Source: an optimization exercise on an open RTL-to-GDS flow (aim: small area, a short achievable clock period and few clock cycles per item). Production flows keep margins and buffers that such runs may drop.
Function was checked by simulation only, so behaviour that the tests miss may differ from the original.

==> inputs of run a <==
==> flow/design.v (excerpt) <==
module mlp_backprop_trainer_top (
  input  logic                      clk,
  input  logic                      rst_n,
  input  logic                      in_valid,
  output logic                      in_ready,
  input  logic [1:0]                in_action,
  input  logic signed [15:0]        in_feature_a,
  input  logic signed [15:0]        in_feature_b,
  input  logic signed [15:0]        in_feature_c,
  input  logic signed [15:0]        in_feature_d,
  input  logic [10:0]               in_target_a,
  input  logic [10:0]               in_target_b,
  input  logic [10:0]               in_target_c,
  input  logic [6:0]                in_weight_index,
  input  logic signed [15:0]        in_weight_value,
  output logic                      out_valid,
  input  logic                      out_ready,
  output logic [10:0]               out_score_a,
  output logic [10:0]               out_score_b,
  output logic [10:0]               out_score_c,
  input  logic                      cfg_wr_en,
  input  logic [mbt_pkg::LR_W-1:0]  cfg_wr_data
);
  function automatic logic [10:0] sig_y_lut(input logic [7:0] idx);
    logic [10:0] r;
    case (idx)
      8'd0: r = 11'd0;
      8'd1: r = 11'd0;
      8'd2: r = 11'd0;
      8'd3: r = 11'd0;
      8'd4: r = 11'd0;
      8'd5: r = 11'd0;
      8'd6: r = 11'd0;
      8'd7: r = 11'd1;
      8'd8: r = 11'd1;
      8'd9: r = 11'd1;
      8'd10: r = 11'd1;
      8'd11: r = 11'd1;
      8'd12: r = 11'd1;
      8'd13: r = 11'd1;
      8'd14: r = 11'd1;
      8'd15: r = 11'd1;
      8'd16: r = 11'd1;
      8'd17: r = 11'd1;
      8'd18: r = 11'd1;
      8'd19: r = 11'd1;
      8'd20: r = 11'd1;
      8'd21: r = 11'd1;
      8'd22: r = 11'd1;
      8'd23: r = 11'd1;
      8'd24: r = 11'd2;
      8'd25: r = 11'd2;
      8'd26: r = 11'd2;
      8'd27: r = 11'd2;
      8'd28: r = 11'd2;
      8'd29: r = 11'd2;
      8'd30: r = 11'd2;
      8'd31: r = 11'd2;
      8'd32: r = 11'd3;
      8'd33: r = 11'd3;
      8'd34: r = 11'd3;
      8'd35: r = 11'd3;
      8'd36: r = 11'd3;
      8'd37: r = 11'd3;
      8'd38: r = 11'd4;
      8'd39: r = 11'd4;
      8'd40: r = 11'd4;
      8'd41: r = 11'd4;
      8'd42: r = 11'd5;
      8'd43: r = 11'd5;
      8'd44: r = 11'd5;
      8'd45: r = 11'd6;
      8'd46: r = 11'd6;
      8'd47: r = 11'd6;
  ...
export LEC_CHECK = 0
export CAP_MARGIN = 20
export CORE_MARGIN = 2
export CORE_UTILIZATION = 42
export PLACE_DENSITY = 0.55
export SLEW_MARGIN = 20
export TNS_END_PERCENT = 0
create_clock -name core_clock -period 16.0 [get_ports {clk}]
standard.sh (not shown) runs the stock make flow with config.mk's settings and CLKGATE_MAP_FILE= SYNTH_SCRIPT=/design/flow/synth_recipe.tcl, a recipe that flattens the netlist after the stock synthesis.
==> flow/flow/run.sh <==
#!/bin/bash
set -euo pipefail
MARGIN=${MARGIN:-11}
bash standard.sh SETUP_SLACK_MARGIN=$MARGIN finish > standard_flow.log 2>&1
==> run b (differences from run a) <==
--- a/flow/design.v
+++ b/flow/design.v
@@ -706,29 +706,25 @@
   logic [LR_W-1:0]   lr_r;
   logic [LR_W-1:0]   lr_item_q;         
   logic [4:0][14:0][15:0] W;             
   logic signed [15:0] wr_q  [5];        
   logic signed [15:0] ws_q  [5];        
   logic [42:0]        ps_q  [4];        
   logic [42:0]        pc_q  [4];
   logic signed [33:0] acc_q [4];
-  logic signed [15:0] dux_q [4];        
+  logic signed [15:0] e_q   [4];
   logic [8:0]         dus_q [4];        
-  logic [25:0]        dds_q [4];        
-  logic [25:0]        ddc_q [4];
-  logic               du_vb_r;          
-  logic [1:0]         du_layb_r;
-  logic [3:0]         du3b_r;
   logic signed [15:0] d_q   [1:3][4];   
   logic signed [26:0] q0_q  [4];        
   logic [20:0]        q_q   [1:3][4];   
   logic signed [15:0] ae_q  [4];        
   logic [10:0]        ao_q  [4];        
-  logic [8:0]         slp_q [1:3][4];   
+  logic [8:0]         slp_q [1:4][4];   
+  logic signed [11:0] diff_q[3];
   logic [10:0]        tgt_q [3];
   logic [10:0]        res_q [2];
   logic [27:0]        p4s_q, p4c_q;     
   logic [1:0]         qlay_q;           
   logic               wr_v_r;
   logic [3:0]         wr_row_r;
   logic [2:0]         wr_lane_r;
   logic signed [15:0] wr_val_r;
@@ -839,18 +835,16 @@
       train_r     <= 1'b0;
       t_r         <= '0;
       ic_r        <= mk(OP_NOP, 0, 0, 0, 1'b0, 1'b0);
       sel_r       <= '0;
       sc_r        <= mk(OP_NOP, 0, 0, 0, 1'b0, 1'b0);
       s2_r        <= mk(OP_NOP, 0, 0, 0, 1'b0, 1'b0);
       du_v_r      <= 1'b0;
       du3_r       <= '0;
-      du_vb_r     <= 1'b0;
-      du3b_r      <= '0;
       in_ready_r  <= 1'b0;
       window_r    <= 1'b0;
       out_valid_r <= 1'b0;
       pend_v_r    <= 1'b0;
       pend_hold_r <= 1'b0;
       nif_r       <= '0;
       wr_v_r      <= 1'b0;
       lr_r        <= LR_RESET;
@@ -858,34 +852,31 @@
       busy_r     <= busy_n;
       train_r    <= train_n;
       t_r        <= t_n;
       ic_r       <= ic_n;
       sel_r      <= sel_of(ic_n);
       sc_r       <= ic_r;
       s2_r       <= sc_r;
       du_v_r     <= (sc_r.op == OP_EMAC) && sc_r.last;
-      du_vb_r    <= du_v_r;
-      du3b_r     <= du3_r;
       for (int k = 0; k < 4; k++)
         du3_r[k] <= (s2_r.op == OP_FWD) && (s2_r.lay == 2'd3) && (s2_r.idx == 2'(k));
       in_ready_r <= in_ready_n;
       window_r   <= window;
       pend_v_r   <= pend_v_n;
       pend_hold_r <= pend_hold_n;
       nif_r      <= nif_n;
       wr_v_r     <= wr_v_n;
       out_valid_r <= out_valid_n;
       if (cfg_wr_en) lr_r <= cfg_wr_data;
     end
   end
   always_ff @(posedge clk) begin
     clear_r  <= !rst_n;
     du_lay_r <= sc_r.lay - 2'd1;
-    du_layb_r <= du_lay_r;
   end
   always_ff @(posedge clk) begin
     for (int k = 0; k < 3; k++) begin
       if (out_ld_pend)     out_q[k] <= pend_q[k];
       else if (out_ld_new) out_q[k] <= push_r ? pdata[k] : 11'd0;
       if (pend_ld)         pend_q[k] <= pend_new ? pdata[k] : 11'd0;
     end
   end
@@ -929,35 +920,20 @@
     for (int j = 0; j < 5; j++) begin
       if (wr_v_r && wr_lane_r == 3'(j) && wr_row_r == pf_row) wr_q[j] <= wr_val_r;
       else wr_q[j] <= $signed(W[j][pf_row]);
       ws_q[j] <= wr_q[j];
     end
   end
   logic signed [15:0] d_bc, d_bc_n;
   sel_t               sel_n;
-  logic signed [15:0] du_d_w [4];
-  logic [15:0]        dw;
-  logic [3:0]         byp_l;
-  logic signed [15:0] d_st, d_du;
   always_comb begin
-    sel_n = sel_of(ic_n);
-    for (int k = 0; k < 16; k++) begin
-      dw[k] = (k / 4 != 0) && (du3b_r[k % 4] ? (k / 4 == 3)
-                                             : (du_vb_r && dslot(du_layb_r) == 2'(k / 4)));
-    end
-    byp_l = '0;
-    d_st  = '0;
-    d_du  = '0;
-    for (int k = 4; k < 16; k++) begin
-      byp_l[k % 4] |= sel_n.d[k] & dw[k];
-      d_st |= {16{sel_n.d[k]}} & d_q[k / 4][k % 4];
-    end
-    for (int k = 0; k < 4; k++) d_du |= {16{byp_l[k]}} & du_d_w[k];
-    d_bc_n = (|byp_l) ? d_du : d_st;
+    sel_n  = sel_of(ic_n);
+    d_bc_n = '0;
+    for (int k = 4; k < 16; k++) d_bc_n |= {16{sel_n.d[k]}} & d_q[k / 4][k % 4];
   end
   logic signed [15:0] d_bc_q;
   always_ff @(posedge clk) begin
     d_bc_q <= d_bc_n;
   end
   assign d_bc = d_bc_q;
   logic [27:0] p4_s, p4_c;
   mbt_pmul u_pmul (.a(d_bc), .b($signed({1'b0, lr_item_q})), .s(p4_s), .c(p4_c));
@@ -1001,50 +977,51 @@
     assign {upd_cs_c, upd_cs_s} = csa43(ps_q[j], pc_q[j], 43'($signed({ws_q[j], 20'h80000})));
     assign upd_t   = upd_cs_s + upd_cs_c;
     assign upd_s24 = 24'($signed(upd_t[42:20]));
     assign upd_w[j] = sat24(upd_s24);
     always_ff @(posedge clk) begin
       case (sc_r.op)
         OP_EMAC: begin
           acc_q[j] <= acc_v;
+          if (sc_r.last) begin
+            e_q[j] <= sh10_sat34(acc_v);
+            case (sc_r.lay)
+              2'd3:    dus_q[j] <= slp_q[3][j];
+              2'd2:    dus_q[j] <= slp_q[2][j];
+              default: dus_q[j] <= slp_q[1][j];
+            endcase
+          end
         end
         OP_QC: begin
           if (sc_r.lay == 2'd0) q0_q[j] <= prod[26:0];
           else q_q[sc_r.lay][j] <= prod[20:0];
         end
         default: ;
       endcase
     end
-    always_ff @(posedge clk) begin
-      if (j < 3 && s2_r.op == OP_FWD && s2_r.lay == 2'd3 && s2_r.idx == 2'(j)) begin
-        dux_q[j] <= 16'($signed({1'b0, tgt_q[(j < 3) ? j : 0]}) - $signed({1'b0, y_fwd}));
-        dus_q[j] <= slope_fwd;
-      end else if (sc_r.op == OP_EMAC && sc_r.last) begin
-        dux_q[j] <= sh10_sat34(acc_v);
-        case (sc_r.lay)
-          2'd3:    dus_q[j] <= slp_q[3][j];
-          2'd2:    dus_q[j] <= slp_q[2][j];
-          default: dus_q[j] <= slp_q[1][j];
-        endcase
-      end
-    end
+    logic signed [15:0] du_x;
+    logic [8:0]         du_s;
     logic [25:0]        du_s26, du_c26, du_t;
     logic signed [15:0] du_d;
-    mbt_dmul u_dmul (.a(dux_q[j]), .b($signed({1'b0, dus_q[j]})), .s(du_s26), .c(du_c26));
-    always_ff @(posedge clk) begin
-      dds_q[j] <= du_s26;
-      ddc_q[j] <= du_c26;
+    always_comb begin
+      if (du3_r[j]) begin
+        du_x = (j < 3) ? 16'(diff_q[(j < 3) ? j : 0]) : 16'sd0;
+        du_s = (j < 3) ? slp_q[4][j] : 9'd0;
+      end else begin
+        du_x = e_q[j];
+        du_s = dus_q[j];
+      end
     end
-    assign du_t = dds_q[j] + ddc_q[j];
+    mbt_dmul u_dmul (.a(du_x), .b($signed({1'b0, du_s})), .s(du_s26), .c(du_c26));
+    assign du_t = du_s26 + du_c26;
     assign du_d = $signed(du_t[25:10]);
-    assign du_d_w[j] = du_d;
     always_ff @(posedge clk) begin
-      if (du3b_r[j])      d_q[3][j] <= du_d;
-      else if (du_vb_r)   d_q[dslot(du_layb_r)][j] <= du_d;
+      if (du3_r[j])      d_q[3][j] <= du_d;
+      else if (du_v_r)   d_q[dslot(du_lay_r)][j] <= du_d;
     end
   end
   logic signed [27:0] upd4_t;
   logic [42:0] upd4_cs_s, upd4_cs_c;
   assign {upd4_cs_c, upd4_cs_s} = csa43(43'(p4s_q), 43'(p4c_q), 43'($signed({ws_q[4], 10'd512})));
   assign upd4_t   = 28'(upd4_cs_s[27:0] + upd4_cs_c[27:0]);
   assign upd_w[4] = sat24(24'(upd4_t >>> 10));
   logic signed [34:0] fsum;
@@ -1073,16 +1050,20 @@
   assign slope_fwd = ss_fwd[19:11];
   always_ff @(posedge clk) begin
     if (s2_r.op == OP_FWD) begin
       case (s2_r.lay)
         2'd0: begin ao_q[s2_r.idx] <= y_fwd; slp_q[1][s2_r.idx] <= slope_fwd; end
         2'd1: begin ae_q[s2_r.idx] <= 16'(y_fwd); slp_q[2][s2_r.idx] <= slope_fwd; end
         2'd2: begin ao_q[s2_r.idx] <= y_fwd; slp_q[3][s2_r.idx] <= slope_fwd; end
         default: begin
+          if (s2_r.idx != 2'd3) begin
+            slp_q[4][s2_r.idx] <= slope_fwd;
+            diff_q[s2_r.idx]   <= $signed({1'b0, tgt_q[s2_r.idx]}) - $signed({1'b0, y_fwd});
+          end
           if (s2_r.idx < 2'd2) res_q[s2_r.idx[0]] <= y_fwd;
         end
       endcase
     end
   end
   assign in_ready    = in_ready_r;
   assign out_valid   = out_valid_r;
   assign out_score_a = out_q[0];
==> flow/flow/run.sh (replaced) <==
#!/bin/bash
# Standard ORFS layout (the standard.sh, unchanged synthesis), with repair_timing asked to
# leave a larger setup margin so that it shortens the paths the achieved period depends on.
# The clock period and every constraint stay the design's.
set -euo pipefail
MARGIN=${MARGIN:-10.5}
bash standard.sh SETUP_SLACK_MARGIN=$MARGIN finish > standard_flow.log 2>&1
--- a/flow/config.mk
+++ b/flow/config.mk
@@ -5,9 +5,8 @@
 export SDC_FILE = /design/flow/constraint.sdc
 export NUM_CORES = 4
 export LEC_CHECK = 0
 export CAP_MARGIN = 20
 export CORE_MARGIN = 2
 export CORE_UTILIZATION = 42
 export PLACE_DENSITY = 0.55
 export SLEW_MARGIN = 20
-export TNS_END_PERCENT = 0
==> run c (differences from run a) <==
--- a/flow/design.v
+++ b/flow/design.v
@@ -706,29 +706,25 @@
   logic [LR_W-1:0]   lr_r;
   logic [LR_W-1:0]   lr_item_q;         
   logic [4:0][14:0][15:0] W;             
   logic signed [15:0] wr_q  [5];        
   logic signed [15:0] ws_q  [5];        
   logic [42:0]        ps_q  [4];        
   logic [42:0]        pc_q  [4];
   logic signed [33:0] acc_q [4];
-  logic signed [15:0] dux_q [4];        
+  logic signed [15:0] e_q   [4];
   logic [8:0]         dus_q [4];        
-  logic [25:0]        dds_q [4];        
-  logic [25:0]        ddc_q [4];
-  logic               du_vb_r;          
-  logic [1:0]         du_layb_r;
-  logic [3:0]         du3b_r;
   logic signed [15:0] d_q   [1:3][4];   
   logic signed [26:0] q0_q  [4];        
   logic [20:0]        q_q   [1:3][4];   
   logic signed [15:0] ae_q  [4];        
   logic [10:0]        ao_q  [4];        
-  logic [8:0]         slp_q [1:3][4];   
+  logic [8:0]         slp_q [1:4][4];   
+  logic signed [11:0] diff_q[3];
   logic [10:0]        tgt_q [3];
   logic [10:0]        res_q [2];
   logic [27:0]        p4s_q, p4c_q;     
   logic [1:0]         qlay_q;           
   logic               wr_v_r;
   logic [3:0]         wr_row_r;
   logic [2:0]         wr_lane_r;
   logic signed [15:0] wr_val_r;
@@ -839,18 +835,16 @@
       train_r     <= 1'b0;
       t_r         <= '0;
       ic_r        <= mk(OP_NOP, 0, 0, 0, 1'b0, 1'b0);
       sel_r       <= '0;
       sc_r        <= mk(OP_NOP, 0, 0, 0, 1'b0, 1'b0);
       s2_r        <= mk(OP_NOP, 0, 0, 0, 1'b0, 1'b0);
       du_v_r      <= 1'b0;
       du3_r       <= '0;
-      du_vb_r     <= 1'b0;
-      du3b_r      <= '0;
       in_ready_r  <= 1'b0;
       window_r    <= 1'b0;
       out_valid_r <= 1'b0;
       pend_v_r    <= 1'b0;
       pend_hold_r <= 1'b0;
       nif_r       <= '0;
       wr_v_r      <= 1'b0;
       lr_r        <= LR_RESET;
@@ -858,34 +852,31 @@
       busy_r     <= busy_n;
       train_r    <= train_n;
       t_r        <= t_n;
       ic_r       <= ic_n;
       sel_r      <= sel_of(ic_n);
       sc_r       <= ic_r;
       s2_r       <= sc_r;
       du_v_r     <= (sc_r.op == OP_EMAC) && sc_r.last;
-      du_vb_r    <= du_v_r;
-      du3b_r     <= du3_r;
       for (int k = 0; k < 4; k++)
         du3_r[k] <= (s2_r.op == OP_FWD) && (s2_r.lay == 2'd3) && (s2_r.idx == 2'(k));
       in_ready_r <= in_ready_n;
       window_r   <= window;
       pend_v_r   <= pend_v_n;
       pend_hold_r <= pend_hold_n;
       nif_r      <= nif_n;
       wr_v_r     <= wr_v_n;
       out_valid_r <= out_valid_n;
       if (cfg_wr_en) lr_r <= cfg_wr_data;
     end
   end
   always_ff @(posedge clk) begin
     clear_r  <= !rst_n;
     du_lay_r <= sc_r.lay - 2'd1;
-    du_layb_r <= du_lay_r;
   end
   always_ff @(posedge clk) begin
     for (int k = 0; k < 3; k++) begin
       if (out_ld_pend)     out_q[k] <= pend_q[k];
       else if (out_ld_new) out_q[k] <= push_r ? pdata[k] : 11'd0;
       if (pend_ld)         pend_q[k] <= pend_new ? pdata[k] : 11'd0;
     end
   end
@@ -929,35 +920,20 @@
     for (int j = 0; j < 5; j++) begin
       if (wr_v_r && wr_lane_r == 3'(j) && wr_row_r == pf_row) wr_q[j] <= wr_val_r;
       else wr_q[j] <= $signed(W[j][pf_row]);
       ws_q[j] <= wr_q[j];
     end
   end
   logic signed [15:0] d_bc, d_bc_n;
   sel_t               sel_n;
-  logic signed [15:0] du_d_w [4];
-  logic [15:0]        dw;
-  logic [3:0]         byp_l;
-  logic signed [15:0] d_st, d_du;
   always_comb begin
-    sel_n = sel_of(ic_n);
-    for (int k = 0; k < 16; k++) begin
-      dw[k] = (k / 4 != 0) && (du3b_r[k % 4] ? (k / 4 == 3)
-                                             : (du_vb_r && dslot(du_layb_r) == 2'(k / 4)));
-    end
-    byp_l = '0;
-    d_st  = '0;
-    d_du  = '0;
-    for (int k = 4; k < 16; k++) begin
-      byp_l[k % 4] |= sel_n.d[k] & dw[k];
-      d_st |= {16{sel_n.d[k]}} & d_q[k / 4][k % 4];
-    end
-    for (int k = 0; k < 4; k++) d_du |= {16{byp_l[k]}} & du_d_w[k];
-    d_bc_n = (|byp_l) ? d_du : d_st;
+    sel_n  = sel_of(ic_n);
+    d_bc_n = '0;
+    for (int k = 4; k < 16; k++) d_bc_n |= {16{sel_n.d[k]}} & d_q[k / 4][k % 4];
   end
   logic signed [15:0] d_bc_q;
   always_ff @(posedge clk) begin
     d_bc_q <= d_bc_n;
   end
   assign d_bc = d_bc_q;
   logic [27:0] p4_s, p4_c;
   mbt_pmul u_pmul (.a(d_bc), .b($signed({1'b0, lr_item_q})), .s(p4_s), .c(p4_c));
@@ -1001,50 +977,51 @@
     assign {upd_cs_c, upd_cs_s} = csa43(ps_q[j], pc_q[j], 43'($signed({ws_q[j], 20'h80000})));
     assign upd_t   = upd_cs_s + upd_cs_c;
     assign upd_s24 = 24'($signed(upd_t[42:20]));
     assign upd_w[j] = sat24(upd_s24);
     always_ff @(posedge clk) begin
       case (sc_r.op)
         OP_EMAC: begin
           acc_q[j] <= acc_v;
+          if (sc_r.last) begin
+            e_q[j] <= sh10_sat34(acc_v);
+            case (sc_r.lay)
+              2'd3:    dus_q[j] <= slp_q[3][j];
+              2'd2:    dus_q[j] <= slp_q[2][j];
+              default: dus_q[j] <= slp_q[1][j];
+            endcase
+          end
         end
         OP_QC: begin
           if (sc_r.lay == 2'd0) q0_q[j] <= prod[26:0];
           else q_q[sc_r.lay][j] <= prod[20:0];
         end
         default: ;
       endcase
     end
-    always_ff @(posedge clk) begin
-      if (j < 3 && s2_r.op == OP_FWD && s2_r.lay == 2'd3 && s2_r.idx == 2'(j)) begin
-        dux_q[j] <= 16'($signed({1'b0, tgt_q[(j < 3) ? j : 0]}) - $signed({1'b0, y_fwd}));
-        dus_q[j] <= slope_fwd;
-      end else if (sc_r.op == OP_EMAC && sc_r.last) begin
-        dux_q[j] <= sh10_sat34(acc_v);
-        case (sc_r.lay)
-          2'd3:    dus_q[j] <= slp_q[3][j];
-          2'd2:    dus_q[j] <= slp_q[2][j];
-          default: dus_q[j] <= slp_q[1][j];
-        endcase
-      end
-    end
+    logic signed [15:0] du_x;
+    logic [8:0]         du_s;
     logic [25:0]        du_s26, du_c26, du_t;
     logic signed [15:0] du_d;
-    mbt_dmul u_dmul (.a(dux_q[j]), .b($signed({1'b0, dus_q[j]})), .s(du_s26), .c(du_c26));
-    always_ff @(posedge clk) begin
-      dds_q[j] <= du_s26;
-      ddc_q[j] <= du_c26;
+    always_comb begin
+      if (du3_r[j]) begin
+        du_x = (j < 3) ? 16'(diff_q[(j < 3) ? j : 0]) : 16'sd0;
+        du_s = (j < 3) ? slp_q[4][j] : 9'd0;
+      end else begin
+        du_x = e_q[j];
+        du_s = dus_q[j];
+      end
     end
-    assign du_t = dds_q[j] + ddc_q[j];
+    mbt_dmul u_dmul (.a(du_x), .b($signed({1'b0, du_s})), .s(du_s26), .c(du_c26));
+    assign du_t = du_s26 + du_c26;
     assign du_d = $signed(du_t[25:10]);
-    assign du_d_w[j] = du_d;
     always_ff @(posedge clk) begin
-      if (du3b_r[j])      d_q[3][j] <= du_d;
-      else if (du_vb_r)   d_q[dslot(du_layb_r)][j] <= du_d;
+      if (du3_r[j])      d_q[3][j] <= du_d;
+      else if (du_v_r)   d_q[dslot(du_lay_r)][j] <= du_d;
     end
   end
   logic signed [27:0] upd4_t;
   logic [42:0] upd4_cs_s, upd4_cs_c;
   assign {upd4_cs_c, upd4_cs_s} = csa43(43'(p4s_q), 43'(p4c_q), 43'($signed({ws_q[4], 10'd512})));
   assign upd4_t   = 28'(upd4_cs_s[27:0] + upd4_cs_c[27:0]);
   assign upd_w[4] = sat24(24'(upd4_t >>> 10));
   logic signed [34:0] fsum;
@@ -1073,16 +1050,20 @@
   assign slope_fwd = ss_fwd[19:11];
   always_ff @(posedge clk) begin
     if (s2_r.op == OP_FWD) begin
       case (s2_r.lay)
         2'd0: begin ao_q[s2_r.idx] <= y_fwd; slp_q[1][s2_r.idx] <= slope_fwd; end
         2'd1: begin ae_q[s2_r.idx] <= 16'(y_fwd); slp_q[2][s2_r.idx] <= slope_fwd; end
         2'd2: begin ao_q[s2_r.idx] <= y_fwd; slp_q[3][s2_r.idx] <= slope_fwd; end
         default: begin
+          if (s2_r.idx != 2'd3) begin
+            slp_q[4][s2_r.idx] <= slope_fwd;
+            diff_q[s2_r.idx]   <= $signed({1'b0, tgt_q[s2_r.idx]}) - $signed({1'b0, y_fwd});
+          end
           if (s2_r.idx < 2'd2) res_q[s2_r.idx[0]] <= y_fwd;
         end
       endcase
     end
   end
   assign in_ready    = in_ready_r;
   assign out_valid   = out_valid_r;
   assign out_score_a = out_q[0];
==> notes <==
Run a finished with timing, DRC and antenna clean. Run b went through all stages and came out clean. Run c finished with timing, DRC and antenna clean.
Of run b and run a, run a has the higher setup slack (gap 0.099 ns).
Register-to-register slack: run a > run b > run c.
Die area is the same in run b and run c.
The highest non-clock buffer count belongs to run b, the lowest to run a.
Utilization: run b > run a > run c.
Testbench counts of run a, summed over its fixed seeds: cycles 39,236, items 1,560.
Testbench counts of run b, summed over its fixed seeds: cycles 39,236, items 1,560.
Testbench counts of run c, summed over its fixed seeds: cycles 39,236, items 1,560.

[separate check: timing with driven ports]
Ports are ideal in the flow. The routed layouts listed here were re-timed in OpenROAD. Step 1: set_driving_cell puts a clkbuf_16 on clk and a buf_2 on each other input, an assumption about the parent block. Step 2 adds t to the input delays and takes it off the output delays; t is the mean of the earliest and latest rising clock arrival at the registers after step 1. Input paths then give back, and output paths get back, about the clock's delay inside the block. Slacks: ideal ports / drivers / drivers and shift; pairs: ideal ports / drivers.
| run | shift t [ns] | slack for setup (ns) | worst setup path after step 2 |
|---|---|---|---|
| run a | 1.123 | 10.200 / 10.200 / 9.204 | input to register |
| run b | 1.086 | 10.101 / 10.101 / 9.575 | input to register |
| run c | 1.110 | 9.916 / 9.916 / 9.013 | input to register |
After both steps setup and hold are still met in every run listed. The setup slack of run a, which loses most, moves by 0.000 ns with the drivers and by -0.996 ns with both steps.
